From an optimization exercise on the open Yosys and OpenROAD flow, aimed at small area; shortcuts taken in it are not production practice. Function was checked by simulation only, so behaviour that the tests miss may differ from the original. Power is estimated from default activity; no workload was simulated.

## run 1
Design dns_relay_query_id_table_unit, start of the top module:
module dns_relay_query_id_table_unit #(
    parameter int TABLE_DEPTH = 8
) (
    input  logic        aclk,
    input  logic        aresetn,
    input  logic        s_tvalid,
    output logic        s_tready,
    input  logic [95:0] s_tdata,
    input  logic [1:0]  s_tuser,
    output logic        m_tvalid,
    input  logic        m_tready,
    output logic [71:0] m_tdata,
    output logic [2:0]  m_tuser,
    input  logic        cfg_wr_en,
    input  logic        cfg_index,
    input  logic [15:0] cfg_wdata
);
Size: about 2200 cells after synthesis, about 910 flip-flops, about 0.025 mm2 of cells after synthesis.
Settings: LEC_CHECK=0, ABC_AREA=1, CAP_MARGIN=20, CORE_MARGIN=2, CORE_UTILIZATION=40, SLEW_MARGIN=20; clock period 7.5 ns.
run.sh (not shown) runs the stock make flow with config.mk's settings and CLKGATE_MAP_FILE= SYNTH_SCRIPT=/design/flow/synth_recipe.tcl, a recipe that flattens the netlist after the stock synthesis.
Here is what was changed in the inputs of run 2 compared with run 1.
- ABC_AREA changed from 1 to 0
==> flow/flow/run.sh (new file) <==
#!/bin/bash
# The standard layout (the standard.sh, unchanged synthesis, floorplan, power grid and
# tap cells) with two placement/CTS options changed:
#  - port buffers use the smallest buffer cell (every port still gets its buffer)
#  - clock tree: small clock buffers and no dummy loads
# make's full output goes to flow_make.log here; each ORFS step keeps its own log under orfs/logs.
set -euo pipefail
bash standard.sh \
  BUFFER_PORTS_ARGS="-buffer_cell sky130_fd_sc_hd__buf_1" \
  CTS_ARGS="-sink_clustering_enable -repair_clock_nets -dont_use_dummy_load -buf_list sky130_fd_sc_hd__clkbuf_4 -sink_clustering_size 10 -sink_clustering_max_diameter 50" \
  finish > flow_make.log 2>&1
==> flow/standard.sh (new file) <==
#!/bin/bash
# synth_recipe.tcl (not shown) runs the flow's synth.tcl, then flattens the netlist and writes it again
# the make line also repeats each setting of config.mk as NAME=value (left out here)
make -C /OpenROAD-flow-scripts/flow DESIGN_CONFIG=/design/flow/config.mk WORK_HOME=/design/flow/orfs CLKGATE_MAP_FILE= SYNTH_SCRIPT=/design/flow/synth_recipe.tcl "${@:-finish}"
removed: flow/run.sh
Notes after the runs:
Run 2 and run 1 ended up with nearly the same final weighted congestion of routability-driven global placement.
Relative to run 1, vertical die dimension has decreased by about 0.6% in run 2.
| portion of the clock cycle consumed by the worst path in the final layout | higher: run 2 |
Compared run 2 vs run 1, and share of cell area taken by flip-flops and latches is up in run 2.
Relative to run 1, the synthesized area per cell of run 2 is higher by 18%.
Per the comparison of run 2 with run 1, worst slew slack as a fraction of its limit grew by 1.4 points; met3 layer wire length in the routed design shrank by 480 um; total placed cells including tap cells shrank by 13%.
Overall power, run 2 and run 1, higher one = run 1.
For run 3, these inputs were changed with respect to run 2:
- PLACE_DENSITY newly set to 0.8
Findings:
NOTE: violation count after the first detailed-route iteration in run 3 exceeds that of run 2
Between run 3 and run 2, the difference in static leakage power is negligible.
Combinational power, run 3 and run 2, higher one = run 3.
Comparing run 3 and run 2, post-route worst hold slack is lower on run 3.
Worst path setup slack after routing: run 3 vs run 2 down 0.28 ns
Taking run 2 as the reference point, the first-pass iteration count of the detailed router of run 3 rises by 2.
Compared with run 2, the detailed router inserted more vias in run 3.
Changes observed in run 3 relative to run 2: utilization has remained practically unchanged; post-route non-filler standard cell count has remained practically unchanged; total clock buffers created by CTS has increased.
The lower worst-margin pin slew came out of run 2.
Input-level comparison between run 4 and run 3:
- swapping 0 for 1 in ABC_AREA
- clearing PLACE_DENSITY, which used to be 0.8
diff --git a/flow/flow/run.sh b/flow/flow/run.sh
--- a/flow/flow/run.sh
+++ b/flow/flow/run.sh
@@ -8,4 +8,4 @@
 bash standard.sh \
   BUFFER_PORTS_ARGS="-buffer_cell sky130_fd_sc_hd__buf_1" \
-  CTS_ARGS="-sink_clustering_enable -repair_clock_nets -dont_use_dummy_load -buf_list sky130_fd_sc_hd__clkbuf_4 -sink_clustering_size 10 -sink_clustering_max_diameter 50" \
+  CTS_ARGS="-sink_clustering_enable -repair_clock_nets -dont_use_dummy_load -buf_list sky130_fd_sc_hd__clkbuf_4" \
   finish > flow_make.log 2>&1
Notes after the runs:
- Number of non-clock inverters (run 4 over run 3): increase, 240%
- Run 4 vs run 3: number of standard cells after synthesis up by more than 10%
- [run 4] sequential share of layout area fell 2.6 points relative to run 3
- The run showing the greater post-detailed-route wirelength per cell is run 3.
- Summary of run 4 over run 3: cell count went up about 18%, core utilization picked up an extra 1.0 points, highest ir drop seen on vdd has decreased.
- On final area, run 3 beats run 4.
- Run comparison: run 3 timing startpoint of the critical path oldest_reg[0]; run 4 timing startpoint of the critical path b_reg[0]
- Run 4 ends up with a leakage power figure that is about 13% higher than in run 3.

* * *

dns_relay_query_id_table_unit, a different RTL version from the one above (not shown whole).
For scale: about 200 I/O pins.
## dns_relay_query_id_table_unit
module dns_relay_query_id_table_unit #(
    parameter int TABLE_DEPTH = 8
) (
    input  logic        aclk,
    input  logic        aresetn,
    input  logic        s_tvalid,
    output logic        s_tready,
    input  logic [95:0] s_tdata,
    input  logic [1:0]  s_tuser,
    output logic        m_tvalid,
    input  logic        m_tready,
    output logic [71:0] m_tdata,
    output logic [2:0]  m_tuser,
    input  logic        cfg_wr_en,
    input  logic        cfg_index,
    input  logic [15:0] cfg_wdata
);
    localparam int ENTRY_W = 64;
    logic [8*ENTRY_W-1:0] ring;
    logic [ENTRY_W-1:0]   tap;
    logic [8*32-1:0]      lanes;
    logic        busy_reg;
    logic        done_reg;
    logic        mvalid_reg;
    logic        started_reg;
    logic        scanned_reg;
    logic        win_reg;
    logic [3:0]  b_reg;
    logic [2:0]  oldest_reg;
    logic [3:0]  count_reg;
    logic [15:0] next_id_reg;
    logic [15:0] age_reg;
    logic [3:0]  limit_reg;
    logic [7:0]  lt_reg;
    logic [1:0]  cy_reg;
    logic [3:0]  ed_reg;
    logic [2:0]  od_reg;
    logic [15:0] o_id_reg;
    logic [47:0] o_ap_reg;
    logic [3:0]  o_rm_reg;
    logic [2:0]  o_st_reg;
    logic        is_add, is_find;
    logic [2:0]  ph;
    logic [2:0]  k3;
    logic        wrapped;
    logic [3:0]  k;
    logic [3:0]  e;
    logic [2:0]  target;
    logic        add_active, add_end, add_hit;
    logic        removable;
    logic        start;
    logic        lap_end;
    assign tap     = ring[ENTRY_W-1:0];
    assign is_add  = s_tuser == dnsr_pkg::CMD_ADD;
    assign is_find = s_tuser == dnsr_pkg::CMD_FIND;
    assign ph      = b_reg[2:0];
    assign k3      = ph - oldest_reg;
    assign wrapped = started_reg && (k3 == 3'd0);
    assign k       = {wrapped, k3};
    assign e       = count_reg - k;
  ...
clock: 7.5 ns
lec_check: 0
abc_area: 1
cap_margin: 20
core_margin: 2
core_utilization: 40
slew_margin: 20
standard.sh (not shown) runs the stock make flow with config.mk's settings and CLKGATE_MAP_FILE= SYNTH_SCRIPT=/design/flow/synth_recipe.tcl, a recipe that flattens the netlist after the stock synthesis.
==> flow/flow/run.sh <==
#!/bin/bash
# The standard layout (the standard.sh, unchanged synthesis, floorplan, power grid and
# tap cells) with two placement/CTS options changed:
#  - port buffers use the smallest buffer cell (every port still gets its buffer)
#  - clock tree: small clock buffers and no dummy loads
# make's full output goes to flow_make.log here; each ORFS step keeps its own log under orfs/logs.
set -euo pipefail
bash standard.sh \
  BUFFER_PORTS_ARGS="-buffer_cell sky130_fd_sc_hd__buf_1" \
  CTS_ARGS="-sink_clustering_enable -repair_clock_nets -dont_use_dummy_load -buf_list sky130_fd_sc_hd__clkbuf_4 -sink_clustering_size 10 -sink_clustering_max_diameter 50" \
  finish > flow_make.log 2>&1
The starting point finished clean.
==> next run, changes <==
==> flow/flow/run.sh (replaced) <==
#!/bin/bash
# The standard layout (the standard.sh, unchanged synthesis, floorplan, power grid and
# tap cells) with these placement/CTS/resizing options changed:
#  - port buffers use the smallest buffer cell (every port still gets its buffer)
#  - clock tree: small clock buffers and no dummy loads
#  - after global routing, gates off the critical paths are downsized (RECOVER_POWER)
# make's full output goes to flow_make.log here; each ORFS step keeps its own log under orfs/logs.
set -euo pipefail
bash standard.sh \
  RECOVER_POWER=100 \
  BUFFER_PORTS_ARGS="-buffer_cell sky130_fd_sc_hd__buf_1" \
  CTS_ARGS="-sink_clustering_enable -repair_clock_nets -dont_use_dummy_load -buf_list sky130_fd_sc_hd__clkbuf_4 -sink_clustering_size 10 -sink_clustering_max_diameter 50" \
  finish > flow_make.log 2>&1
Settings changed: ABC_AREA 1 to 0.
Outcome: Now the flow reached the layout checks and failed them: max-capacitance violations, max-slew violations. Hold slack gets better by 0.0040 ns. Flip-flop and latch count does not change. Worst setup slack gets worse by 0.79 ns. Count of clock-buffer cells in the layout rises by 1. Non-clock buffer count rises by 3. Clock power barely changes. Maximum frequency falls by roughly a tenth. Synthesized area falls slightly. Via count falls by roughly a tenth. Register-to-register slack gets worse by 0.79 ns.
==> next run, changes <==
==> flow/flow/run.sh (replaced) <==
#!/bin/bash
# The standard layout (the standard.sh, unchanged synthesis, floorplan, power grid and
# tap cells) with two placement/CTS options changed:
#  - port buffers use the smallest buffer cell (every port still gets its buffer)
#  - clock tree: small clock buffers and no dummy loads
# make's full output goes to flow_make.log here; each ORFS step keeps its own log under orfs/logs.
set -euo pipefail
bash standard.sh \
  BUFFER_PORTS_ARGS="-buffer_cell sky130_fd_sc_hd__buf_1" \
  CTS_ARGS="-sink_clustering_enable -repair_clock_nets -dont_use_dummy_load -buf_list sky130_fd_sc_hd__clkbuf_4 -sink_clustering_size 10 -sink_clustering_max_diameter 50" \
  finish > flow_make.log 2>&1
Settings changed: CAP_MARGIN 20 to 0, SLEW_MARGIN 20 to 0.
What happened: Now the flow finished clean; critical path depth stays the same; via count stays flat; setup slack gains 0.49 ns; cell area stays flat; die area stays the same; count of clock-buffer cells in the layout does not change; final cell count is about the same; routed wire length barely changes.
==> next run, changes <==
Settings changed: CAP_MARGIN 0 to 20, SLEW_MARGIN 0 to 20.
Outcome: Hold slack does not change. Combinational power hardly moves. Design area stays the same. Power is unchanged. Worst setup slack does not change.

## separate check: timing with driven ports
No port has a modelled driver above. Below, the same layouts with a new extraction and two added sets of constraints.
Step 1 (the two cells are an assumption about what drives the block):
set clk [get_ports {aclk}]
set_driving_cell -lib_cell sky130_fd_sc_hd__clkbuf_16 $clk
set_driving_cell -lib_cell sky130_fd_sc_hd__buf_2 [delete_from_list [all_inputs] $clk]
Step 2 times the ports against the registers' clock, not the clock port: input delays grow and output delays shrink by t, the midpoint of the rising clock arrivals with the driver on.
Slacks: ideal ports / drivers / drivers and shift; pairs: ideal ports / drivers.
run | shift t [ns] | slack for setup (ns) | cell pins on the clock port's net
run 1 | 0.673 | 1.460 / 1.489 / 0.816 | 1
run 2 | 0.873 | 1.233 / 1.233 / 1.233 | 1
run 3 | 0.837 | 0.952 / 0.952 / 0.952 | 1
run 4 | 0.957 | 1.760 / 1.760 / 1.240 | 1
the first run of note 2 | 0.847 | 1.965 / 1.965 / 1.965 | 1
the second run of note 2 | 0.861 | 1.171 / 1.171 / 1.171 | 1
the third run of note 2 | 0.858 | 1.665 / 1.665 / 1.665 | 1
the fourth run of note 2 | 0.858 | 1.665 / 1.665 / 1.665 | 1
For run 1, which loses most, drivers alone change the setup slack by +0.029 ns; drivers and shift together by -0.644 ns.
